This is an optimization exercise on Yosys and OpenROAD, whose aim is a short achievable clock period and few clock cycles, not a production implementation.
The RTL was checked by simulation tests, not by an equivalence proof against the original design.
No activity file was given, so power comes from the tool's default toggle rates.

==> flow/config.mk <==
export PLATFORM = sky130hd
export DESIGN_NAME = mcu_core_p
export DESIGN_NICKNAME = mcu_core_p
export VERILOG_FILES = /design/flow/design.v
export SDC_FILE = /design/flow/constraint.sdc
export NUM_CORES = 4
export LEC_CHECK = 0
export CAP_MARGIN = 20
export CORE_MARGIN = 2
export CORE_UTILIZATION = 40
export SLEW_MARGIN = 20
==> flow/constraint.sdc <==
create_clock -name core_clock -period 6.0 [get_ports {clk}]
set_input_delay 1.2000 -clock core_clock [delete_from_list [all_inputs] [get_ports {clk}]]
set_output_delay 1.2000 -clock core_clock [all_outputs]
set_load 0.01 [all_outputs]
==> flow/design.v <==
`default_nettype none
package mcu_pkg;
    localparam logic [3:0] OP_NOP  = 4'd0;
    localparam logic [3:0] OP_LDI  = 4'd1;
    localparam logic [3:0] OP_ADDI = 4'd2;
    localparam logic [3:0] OP_SUBI = 4'd3;
    localparam logic [3:0] OP_ANDI = 4'd4;
    localparam logic [3:0] OP_ORI  = 4'd5;
    localparam logic [3:0] OP_XORI = 4'd6;
    localparam logic [3:0] OP_LD   = 4'd7;
    localparam logic [3:0] OP_ST   = 4'd8;
    localparam logic [3:0] OP_ADD  = 4'd9;
    localparam logic [3:0] OP_SUB  = 4'd10;
    localparam logic [3:0] OP_JMP  = 4'd11;
    localparam logic [3:0] OP_JZ   = 4'd12;
    localparam logic [3:0] OP_JC   = 4'd13;
    localparam logic [3:0] OP_OUT  = 4'd14;
    localparam logic [3:0] OP_HALT = 4'd15;
    typedef enum logic [2:0] {
        ST_LOAD   = 3'd0,
        ST_FETCH  = 3'd1,
        ST_DECODE = 3'd2,
        ST_EXEC   = 3'd3,
        ST_HALT   = 3'd4
    } mcu_state_t;
    function automatic integer calc_iw(input integer data_w);
        calc_iw = data_w + 4;
    endfunction
endpackage
`default_nettype wire
`default_nettype none
import mcu_pkg::*;
module mcu_alu
#(
    parameter int DATA_W = 8
) (
    input  logic [3:0]        op_i,
    input  logic [DATA_W-1:0] acc_i,
    input  logic [DATA_W-1:0] operand_i,
    input  logic              c_i,
    output logic [DATA_W-1:0] result_o,
    output logic              z_o,
    output logic              c_o,
    output logic              acc_we_o
);
    logic [DATA_W:0] w_sum;
    logic [DATA_W:0] w_diff;
    assign w_sum  = {1'b0, acc_i} + {1'b0, operand_i};
    assign w_diff = {1'b0, acc_i} - {1'b0, operand_i};
    always_comb begin
        result_o = acc_i;
        c_o      = c_i;
        acc_we_o = 1'b0;
        case (op_i)
            OP_LDI, OP_LD: begin
                result_o = operand_i;
                acc_we_o = 1'b1;
            end
            OP_ADDI, OP_ADD: begin
                result_o = w_sum[DATA_W-1:0];
                c_o      = w_sum[DATA_W];
                acc_we_o = 1'b1;
            end
            OP_SUBI, OP_SUB: begin
                result_o = w_diff[DATA_W-1:0];
                c_o      = w_diff[DATA_W];
                acc_we_o = 1'b1;
            end
            OP_ANDI: begin
                result_o = acc_i & operand_i;
                c_o      = 1'b0;
                acc_we_o = 1'b1;
            end
            OP_ORI: begin
                result_o = acc_i | operand_i;
                c_o      = 1'b0;
                acc_we_o = 1'b1;
            end
            OP_XORI: begin
                result_o = acc_i ^ operand_i;
                c_o      = 1'b0;
                acc_we_o = 1'b1;
            end
            default: ;
        endcase
    end
    assign z_o = (result_o == '0);
endmodule
`default_nettype wire
`default_nettype none
import mcu_pkg::*;
module mcu_core_p
#(
    parameter int  DATA_W     = 8,
    parameter int  PMEM_DEPTH = 256,
    parameter int  DMEM_DEPTH = 16,
    localparam int PC_W       = $clog2(PMEM_DEPTH),
    localparam int DA_W       = $clog2(DMEM_DEPTH),
    localparam int IW         = DATA_W + 4   
) (
    input  logic              clk,
    input  logic              rst,
    input  logic              ld_valid,
    input  logic [IW-1:0]     ld_data,
    input  logic              ld_last,
    output logic              ld_ready,
    output logic [DATA_W-1:0] out_data,
    output logic              out_valid,
    output logic              halted,
    output logic [PC_W-1:0]   pc
);
    if (PC_W > DATA_W) begin : g_bad_params
        $error("mcu_core_p: PMEM_DEPTH needs more address bits than DATA_W");
    end
    localparam logic [PC_W-1:0] LAST_ADDR = PC_W'(PMEM_DEPTH - 1);
    localparam int FD   = 8;             
    localparam int FA_W = $clog2(FD);
    logic              ld_ready_q;
    logic [PC_W-1:0]   ld_addr_q;
    logic              lw_valid_q;
    logic              lw_end_q;
    logic [IW-1:0]     lw_data_q;
    logic [PC_W-1:0]   lw_addr_q;
    logic [3:0]        prev_op_q;
    logic [PC_W:0]     wcnt_q;
    logic              ldone_q;
    logic              w_accept;
    logic              w_ld_end;
    assign w_accept = ld_valid & ld_ready_q;
    assign w_ld_end = w_accept & (ld_last | (ld_addr_q == LAST_ADDR));
    always_ff @(posedge clk) begin
        if (rst) begin
            ld_ready_q <= 1'b1;
            ld_addr_q  <= '0;
            lw_valid_q <= 1'b0;
            lw_end_q   <= 1'b0;
            wcnt_q     <= '0;
            ldone_q    <= 1'b0;
        end else begin
            if (w_accept) ld_addr_q <= ld_addr_q + PC_W'(1);
            if (w_ld_end) ld_ready_q <= 1'b0;
            lw_valid_q <= w_accept;
            lw_end_q   <= w_ld_end;
            if (lw_valid_q) wcnt_q <= wcnt_q + (PC_W+1)'(1);
            if (lw_valid_q && lw_end_q) ldone_q <= 1'b1;
        end
        lw_data_q <= ld_data;
        lw_addr_q <= ld_addr_q;
        if (lw_valid_q) prev_op_q <= lw_data_q[IW-1:DATA_W];
    end
    logic [PMEM_DEPTH-1:0][IW-1:0]   pm_ins;
    logic [PMEM_DEPTH-1:0][PC_W-1:0] pm_nxt;
    logic [3:0]        w_lw_op;
    logic [PC_W-1:0]   w_lw_imm;
    logic [PC_W-1:0]   w_lw_next;
    logic              w_fold;
    assign w_lw_op   = lw_data_q[IW-1:DATA_W];
    assign w_lw_imm  = lw_data_q[PC_W-1:0];
    assign w_lw_next = (w_lw_op == OP_HALT) ? lw_addr_q :
                       (w_lw_op == OP_JMP)  ? w_lw_imm  : lw_addr_q + PC_W'(1);
    assign w_fold    = (w_lw_op == OP_JMP) && (lw_addr_q != '0) &&
                       (prev_op_q != OP_JMP) && (prev_op_q != OP_HALT);
    always_ff @(posedge clk) begin
        for (int i = 0; i < PMEM_DEPTH; i++) begin
            if (lw_valid_q && lw_addr_q == PC_W'(i)) begin
                pm_ins[i] <= lw_data_q;
                pm_nxt[i] <= w_lw_next;
            end else if (lw_valid_q && w_fold && lw_addr_q == PC_W'(i + 1)) begin
                pm_nxt[i] <= w_lw_imm;
            end
        end
    end
    logic [PC_W-1:0]   pc_q;
    logic [PC_W-1:0]   pc_out_q;
    logic              hpend_q;
    logic              e_v_q;
    logic [IW-1:0]     e_ir_q;
    logic [DATA_W-1:0] acc_q;
    logic              zv_q;
    logic              c_q;
    logic [DMEM_DEPTH-1:0][DATA_W-1:0] dmem;
    logic [IW-1:0]     w_ins;
    logic [PC_W-1:0]   w_nxt;
    logic [3:0]        e_op;
    logic [DATA_W-1:0] e_imm;
    logic [DA_W-1:0]   e_daddr;
    logic              w_z;
    logic              w_taken;
    logic              w_e_out;
    logic              w_stall_e;
    logic              w_ok;
    logic              w_adv;
    logic [DATA_W-1:0] w_operand;
    logic [DATA_W-1:0] w_alu_result;
    logic              w_alu_z;
    logic              w_alu_c;
    logic              w_alu_we;
    logic              fifo_full;
    assign w_ins   = pm_ins[pc_q];
    assign w_nxt   = pm_nxt[pc_q];
    assign e_op    = e_ir_q[IW-1:DATA_W];
    assign e_imm   = e_ir_q[DATA_W-1:0];
    assign e_daddr = e_imm[DA_W-1:0];
    assign w_z       = zv_q & (acc_q == '0);
    assign w_taken   = e_v_q & (((e_op == OP_JZ) & w_z) | ((e_op == OP_JC) & c_q));
    assign w_e_out   = e_v_q & (e_op == OP_OUT);
    assign w_stall_e = w_e_out & fifo_full & ld_ready_q;
    assign w_ok      = ldone_q | (({1'b0, pc_q} + (PC_W+1)'(1)) < wcnt_q);
    assign w_adv     = ~w_stall_e & ~hpend_q & w_ok & ~w_taken;
    assign w_operand = (e_op == OP_LD || e_op == OP_ADD || e_op == OP_SUB) ? dmem[e_daddr] : e_imm;
    mcu_alu #(
        .DATA_W (DATA_W)
    ) u_alu (
        .op_i      (e_op),
        .acc_i     (acc_q),
        .operand_i (w_operand),
        .c_i       (c_q),
        .result_o  (w_alu_result),
        .z_o       (w_alu_z),
        .c_o       (w_alu_c),
        .acc_we_o  (w_alu_we)
    );
    always_ff @(posedge clk) begin
        if (rst) begin
            pc_q    <= '0;
            hpend_q <= 1'b0;
            e_v_q   <= 1'b0;
            acc_q   <= '0;
            zv_q    <= 1'b0;
            c_q     <= 1'b0;
        end else begin
            if (w_taken)     pc_q <= e_imm[PC_W-1:0];
            else if (w_adv)  pc_q <= w_nxt;
            if (w_adv && w_ins[IW-1:DATA_W] == OP_HALT) hpend_q <= 1'b1;
            if (!w_stall_e)  e_v_q <= w_adv;
            if (e_v_q && w_alu_we) begin
                acc_q <= w_alu_result;
                zv_q  <= 1'b1;
                c_q   <= w_alu_c;
            end
        end
        if (!w_stall_e) e_ir_q <= w_ins;
        if (e_v_q && e_op == OP_ST) dmem[e_daddr] <= acc_q;
        pc_out_q <= pc_q;
    end
    logic [FD-1:0][DATA_W-1:0] fifo_q;
    logic [FA_W-1:0]   frp_q, fwp_q;
    logic [FA_W:0]     fcnt_q;
    logic [DATA_W-1:0] out_data_q;
    logic              out_valid_q;
    logic              halted_q;
    logic              w_can_emit;
    logic              w_fempty;
    logic              w_push;
    logic              w_pop;
    logic              w_fpush;
    assign w_can_emit = ~ld_ready_q;
    assign w_fempty   = (fcnt_q == '0);
    assign fifo_full  = (fcnt_q == (FA_W+1)'(FD));
    assign w_push     = w_e_out & ~w_stall_e;
    assign w_pop      = w_can_emit & ~w_fempty;
    assign w_fpush    = w_push & ~(w_can_emit & w_fempty);
    always_ff @(posedge clk) begin
        if (rst) begin
            out_valid_q <= 1'b0;
            frp_q       <= '0;
            fwp_q       <= '0;
            fcnt_q      <= '0;
            halted_q    <= 1'b0;
        end else begin
            out_valid_q <= w_pop | (w_can_emit & w_push);
            if (w_pop) frp_q <= frp_q + FA_W'(1);
            if (w_fpush) fwp_q <= fwp_q + FA_W'(1);
            fcnt_q <= fcnt_q + (FA_W+1)'(w_fpush) - (FA_W+1)'(w_pop);
            if (hpend_q && w_can_emit && w_fempty && !w_e_out) halted_q <= 1'b1;
        end
        if (w_pop)       out_data_q <= fifo_q[frp_q];
        else             out_data_q <= acc_q;
        if (w_fpush)     fifo_q[fwp_q] <= acc_q;
    end
    assign ld_ready  = ld_ready_q;
    assign out_data  = out_data_q;
    assign out_valid = out_valid_q;
    assign halted    = halted_q;
    assign pc        = pc_out_q;
endmodule
`default_nettype wire
==> flow/run.sh <==
#!/bin/bash
# synth_recipe.tcl (not shown) runs the flow's synth.tcl, then flattens the netlist and writes it again
# the make line also repeats each setting of config.mk as NAME=value (left out here)
make -C /OpenROAD-flow-scripts/flow DESIGN_CONFIG=/design/flow/config.mk WORK_HOME=/design/flow/orfs CLKGATE_MAP_FILE= SYNTH_SCRIPT=/design/flow/synth_recipe.tcl finish
==> notes.md <==
- Outcome: finished clean
- RSZ-0062 raised after global routing: false
- Chip width: about 770 um
- Setup TNS: 0 ps
- Max VDD drop: 0.303 mV
- Number of clock sinks seen by CTS: 5416
- Antenna-violating nets left: 0
- CTS Buf Count: 574
- Total of max-cap violations: 0
- Cell count after placement: ~22000
- Source-to-sink clock delay at the later pin of the worst-skew pair: around 1100 ps
- Number of warnings printed during yosys synthesis: 2
- Crit path DAT: about 6500 ps
- Worst Hold Slack: 390 ps
- H-tree depth reported by CTS: 6
- Die boundary height: 768 um
- Synth top area share: 68.4%
- Gates resized, CTS repair: 0
- Cell area after placement: 0.245 sq mm
- Total vias in the final route: 138000
- Met3 global-route usage: 4.51%
- Most frequent standard cell in the layout excluding fill and tap cells: sky130_fd_sc_hd__edfxtp_1
- Number of global-route vias before repair: 133000
- Timing-limited maximum frequency: 177 MHz
- Total I/O pin count: 35
- Worst flop-to-flop path startpoint: pc_q[0]$_SDFFE_PP0P_
- Worst hold path type: flip-flop to flip-flop
- Cell type with the highest aggregate area in the netlist: sky130_fd_sc_hd__edfxtp_1
- Number of synthesized flops with an enable pin: roughly 5300
- Quantity of I/O buffers inserted on ports: 34
- Area of the mapped netlist: ~0.23 sq mm
- Die Footprint: 0.591 sq mm
- Synthesized area per cell: 15.8 sq um
- Final standard cell count with taps included and fillers excluded: ~23000
- Critical Path Source Type: flip-flop
- Most used routing layer in global routing: met2
- Synth Flop Type: sky130_fd_sc_hd__edfxtp_1
- Detail Placement HPWL: 439 mm
- Met2 global-route usage: 36.7%
- Hold violation count in the final report: 0
- Largest buffer count on any clock path: 4
- Met1 track utilization from global routing: 32.8%
- Final clock skew: 102 ps
- Total track usage: roughly a quarter
- Number of instances on the worst hold path: 0
- Distinct cells, synth: 73
- Post-layout instance area: about 0.26 sq mm
- R2R cell count: 11
- Final net count: 14900
- Max FO, Critical Path: 19
- Post-route clock period utilization: between 90% and 100%
- Post-CTS setup buffer count: 0
- Sequential area share after synthesis: 69.2%
- Vias per Instance: 5.96
- Clock transition time at the flip-flop clock pins of the worst setup and hold paths: about 60 ps
- First-pass DRT Iterations: 9
- Slew headroom: 9.59%
- Global-route wire length before repair: 1010 mm
- Initial antenna violation count: 42
- Classification of the worst setup path: flip-flop to flip-flop
- Most frequent cells in the layout: sky130_fd_sc_hd__edfxtp_1, sky130_fd_sc_hd__nand2_1, sky130_fd_sc_hd__o21ai_0
- CORE AREA: 0.582 sq mm
- Share of post-route cells with drive strength above 1: 20.4%
- Starting density of the core: 40.2%
- Proportion of synthesized flip-flops having asynchronous set or reset: 0%
- Transition at the pin with the smallest max-transition slack: ~1400 ps
- #FFs+latches synth: 5416
- GPL Wtd Cong: 0.892
- Total leakage power: between 80 and 90 nW
- Post-Syn Instances: 14800
- Number of standard-cell rows in the floorplan: 280
- Endpoint of the lowest-slack register-to-register path: pc_q[3]$_SDFFE_PP0P_
- Data required time at the worst endpoint: 6850 ps
- Source of the critical timing path: pc_q[0]$_SDFFE_PP0P_
- # hold bufs at CTS: 0
- Signed area change from the synthesized netlist to the final layout: 12.8%
- Detail-routed net length per standard cell: ~30 um
- Overflow left after global routing: 0
- Total setup violations reported at the end of the flow: 0
- CTS tree: done
- Cell types with the largest area share after synthesis: sky130_fd_sc_hd__edfxtp_1, sky130_fd_sc_hd__mux4_2, sky130_fd_sc_hd__o21ai_0
- Pwr/cell area: approximately 360 mW/mm^2
- CP Capture Type: flip-flop
- DRC violations left: 0
- Detailed-route wire length: about 710 mm
- Minimum clock period: 5650 ps
- Iteration-0 DRC Markers: 19400
- Worst-case register-to-register setup slack: approximately 350 ps
- End point of the worst hold path: lw_addr_q[7]$_DFF_P_
- Maximum number of pins on one net before global-route repair: 189
- Min-Delay Startpoint: ld_addr_q[7]$_SDFFE_PP0P_
- Number of pins with negative max-slew slack in the final report: 0
- Synthesized Nets: roughly 15000
- Clock Root Buffer: sky130_fd_sc_hd__clkbuf_16
==> metrics by stage <==
stage	setup slack, ps	util, %	power, mW
after floorplan	334	-	54.6
after global placement	488	42.2	61.9
after detailed placement	774	42.2	61.9
after CTS	758	45.3	96.2
after global routing	565	45.3	98.5
final	352	45.3	96.0
==> synth_stat cells, types with 5 or more instances <==
library cell	n
sky130_fd_sc_hd__o211ai_1	20
sky130_fd_sc_hd__o221ai_1	82
sky130_fd_sc_hd__a31oi_1	8
sky130_fd_sc_hd__o21a_1	5
sky130_fd_sc_hd__a22oi_1	10
sky130_fd_sc_hd__xnor2_1	21
sky130_fd_sc_hd__a21o_1	6
sky130_fd_sc_hd__nor2b_1	20
sky130_fd_sc_hd__buf_2	117
sky130_fd_sc_hd__nor2_1	122
sky130_fd_sc_hd__or3_1	5
sky130_fd_sc_hd__clkbuf_1	980
sky130_fd_sc_hd__edfxtp_1	5327
sky130_fd_sc_hd__nor3_1	59
sky130_fd_sc_hd__buf_1	92
sky130_fd_sc_hd__xor2_1	8
sky130_fd_sc_hd__buf_4	57
sky130_fd_sc_hd__a22o_1	194
sky130_fd_sc_hd__buf_8	5
sky130_fd_sc_hd__o2111ai_1	6
sky130_fd_sc_hd__a211oi_1	13
sky130_fd_sc_hd__mux4_2	1461
sky130_fd_sc_hd__mux2_2	37
sky130_fd_sc_hd__ha_1	57
sky130_fd_sc_hd__and2_1	21
sky130_fd_sc_hd__nand3_1	33
sky130_fd_sc_hd__and3_1	9
sky130_fd_sc_hd__mux2i_1	269
sky130_fd_sc_hd__o21ai_0	2413
sky130_fd_sc_hd__o31ai_1	10
sky130_fd_sc_hd__inv_1	319
sky130_fd_sc_hd__nor4_1	9
sky130_fd_sc_hd__nand2b_1	10
sky130_fd_sc_hd__buf_6	34
sky130_fd_sc_hd__dfxtp_1	89
sky130_fd_sc_hd__a221oi_1	90
sky130_fd_sc_hd__nand4_1	12
sky130_fd_sc_hd__nand2_1	2502
sky130_fd_sc_hd__a21oi_1	97
sky130_fd_sc_hd__o22ai_1	83
==> routing by layer <==
metal	vias to the layer above	wire length [um]
met1	70900	279000
met5	-	403
met2	7743	329000
met3	1294	71100
li1	57800	-
met4	14	32800
==> worst max-delay path, cell delays in order, from the launching register on <==
cell	delay, ps
sky130_fd_sc_hd__dfxtp_4	720
sky130_fd_sc_hd__buf_16	340
sky130_fd_sc_hd__buf_12	220
sky130_fd_sc_hd__buf_4	380
sky130_fd_sc_hd__mux4_2	580
sky130_fd_sc_hd__a22o_1	290
sky130_fd_sc_hd__a221oi_1	390
sky130_fd_sc_hd__o22ai_1	260
sky130_fd_sc_hd__o211ai_1	530
sky130_fd_sc_hd__nand4_1	390
sky130_fd_sc_hd__a211oi_1	1190
sky130_fd_sc_hd__a211oi_1	100
==> state kept, by name, indices dropped and copies added (netlist names), 4 cells and up <==
name	count
fifo_q	64
pc_out_q	8
e_ir_q	12
pm_nxt	2048
fcnt_q	4
ld_addr_q	8
pm_ins	3072
lw_addr_q	8
out_data_q	8
lw_data_q	12
dmem	128
acc_q	8
pc_q	8
wcnt_q	9
==> worst max path at each step <==
stage                            endpoint  slack, ps
floorplan           pm_nxt[152]$_DFFE_PP_        330
global placement     pc_q[3]$_SDFFE_PP0P_        490
detailed placement   pc_q[3]$_SDFFE_PP0P_        770
CTS                  pc_q[3]$_SDFFE_PP0P_        760
global route         pc_q[3]$_SDFFE_PP0P_        570
finish               pc_q[3]$_SDFFE_PP0P_        350
==> cell type report <==
class | count | area [sq um]
Antenna cell | 33 | 82.6
Clock buffer | 744 | 15300
Clock inverter | 293 | 2860
Fill cell | 49800 | 318000
Inverter | 324 | 1240
Multi-Input combinational cell | 7757 | 65600
Sequential cell | 5416 | 162000
Tap cell | 7755 | 9700
Timing Repair Buffer | 792 | 7100
==> where the power goes <==
group | internal (mW) | switching, mW | leakage [nW]
sequential | 41.9 | 0.502 | 48.6
combinational | 7.47 | 11.5 | 31.0
clock | 19.4 | 15.3 | 8.78
==> cell families (layout without fill, tap and decap cells) <==
| family | count (synthesis) | count (layout) | share of synthesized area, % |
|---|---|---|---|
| xor+xnor | 29 | 29 | 0.109 |
| buf+inv | 1610 | 2153 | 2.88 |
| mux | 1767 | 1767 | 15.4 |
| fa+ha+maj | 60 | 60 | 0.331 |
| compound gates | 3079 | 3079 | 7.38 |
| simple gates | 2822 | 2822 | 4.71 |
| flops | 5416 | 5416 | 69.2 |
| other cells | 0 | 33 | 0 |
Testbench counts, summed over its fixed seeds: cycles 42,517.

[afterwards: timing with drivers on the ports]
In the flow no input, the clock included, has a driving cell. The finished layout below was timed again as built, in two steps. Step 1 (the two cells are an assumption about what drives the block):
set clk [get_ports {clk}]
set_driving_cell -lib_cell sky130_fd_sc_hd__clkbuf_16 $clk
set_driving_cell -lib_cell sky130_fd_sc_hd__buf_2 [delete_from_list [all_inputs] $clk]
Step 2 moves the port delays by t, midway between the first and last clock arrival at a register: inputs arrive t later, outputs are due t later. That takes back most of the time a late clock gives input paths. a / b / c = no drivers / after step 1 / after step 2; a / b = the first two.
shift t [ns]: 1.186
slack for setup (ns): 0.352 / 0.352 / 0.352
worst setup path after step 2: register to register
worst data-port slew with drivers (ns): 0.12
cell pins on the clock port's net: 1
After both steps this run still meets setup and hold. For this run, drivers alone change the setup slack by 0.000 ns; drivers and shift together by 0.000 ns.
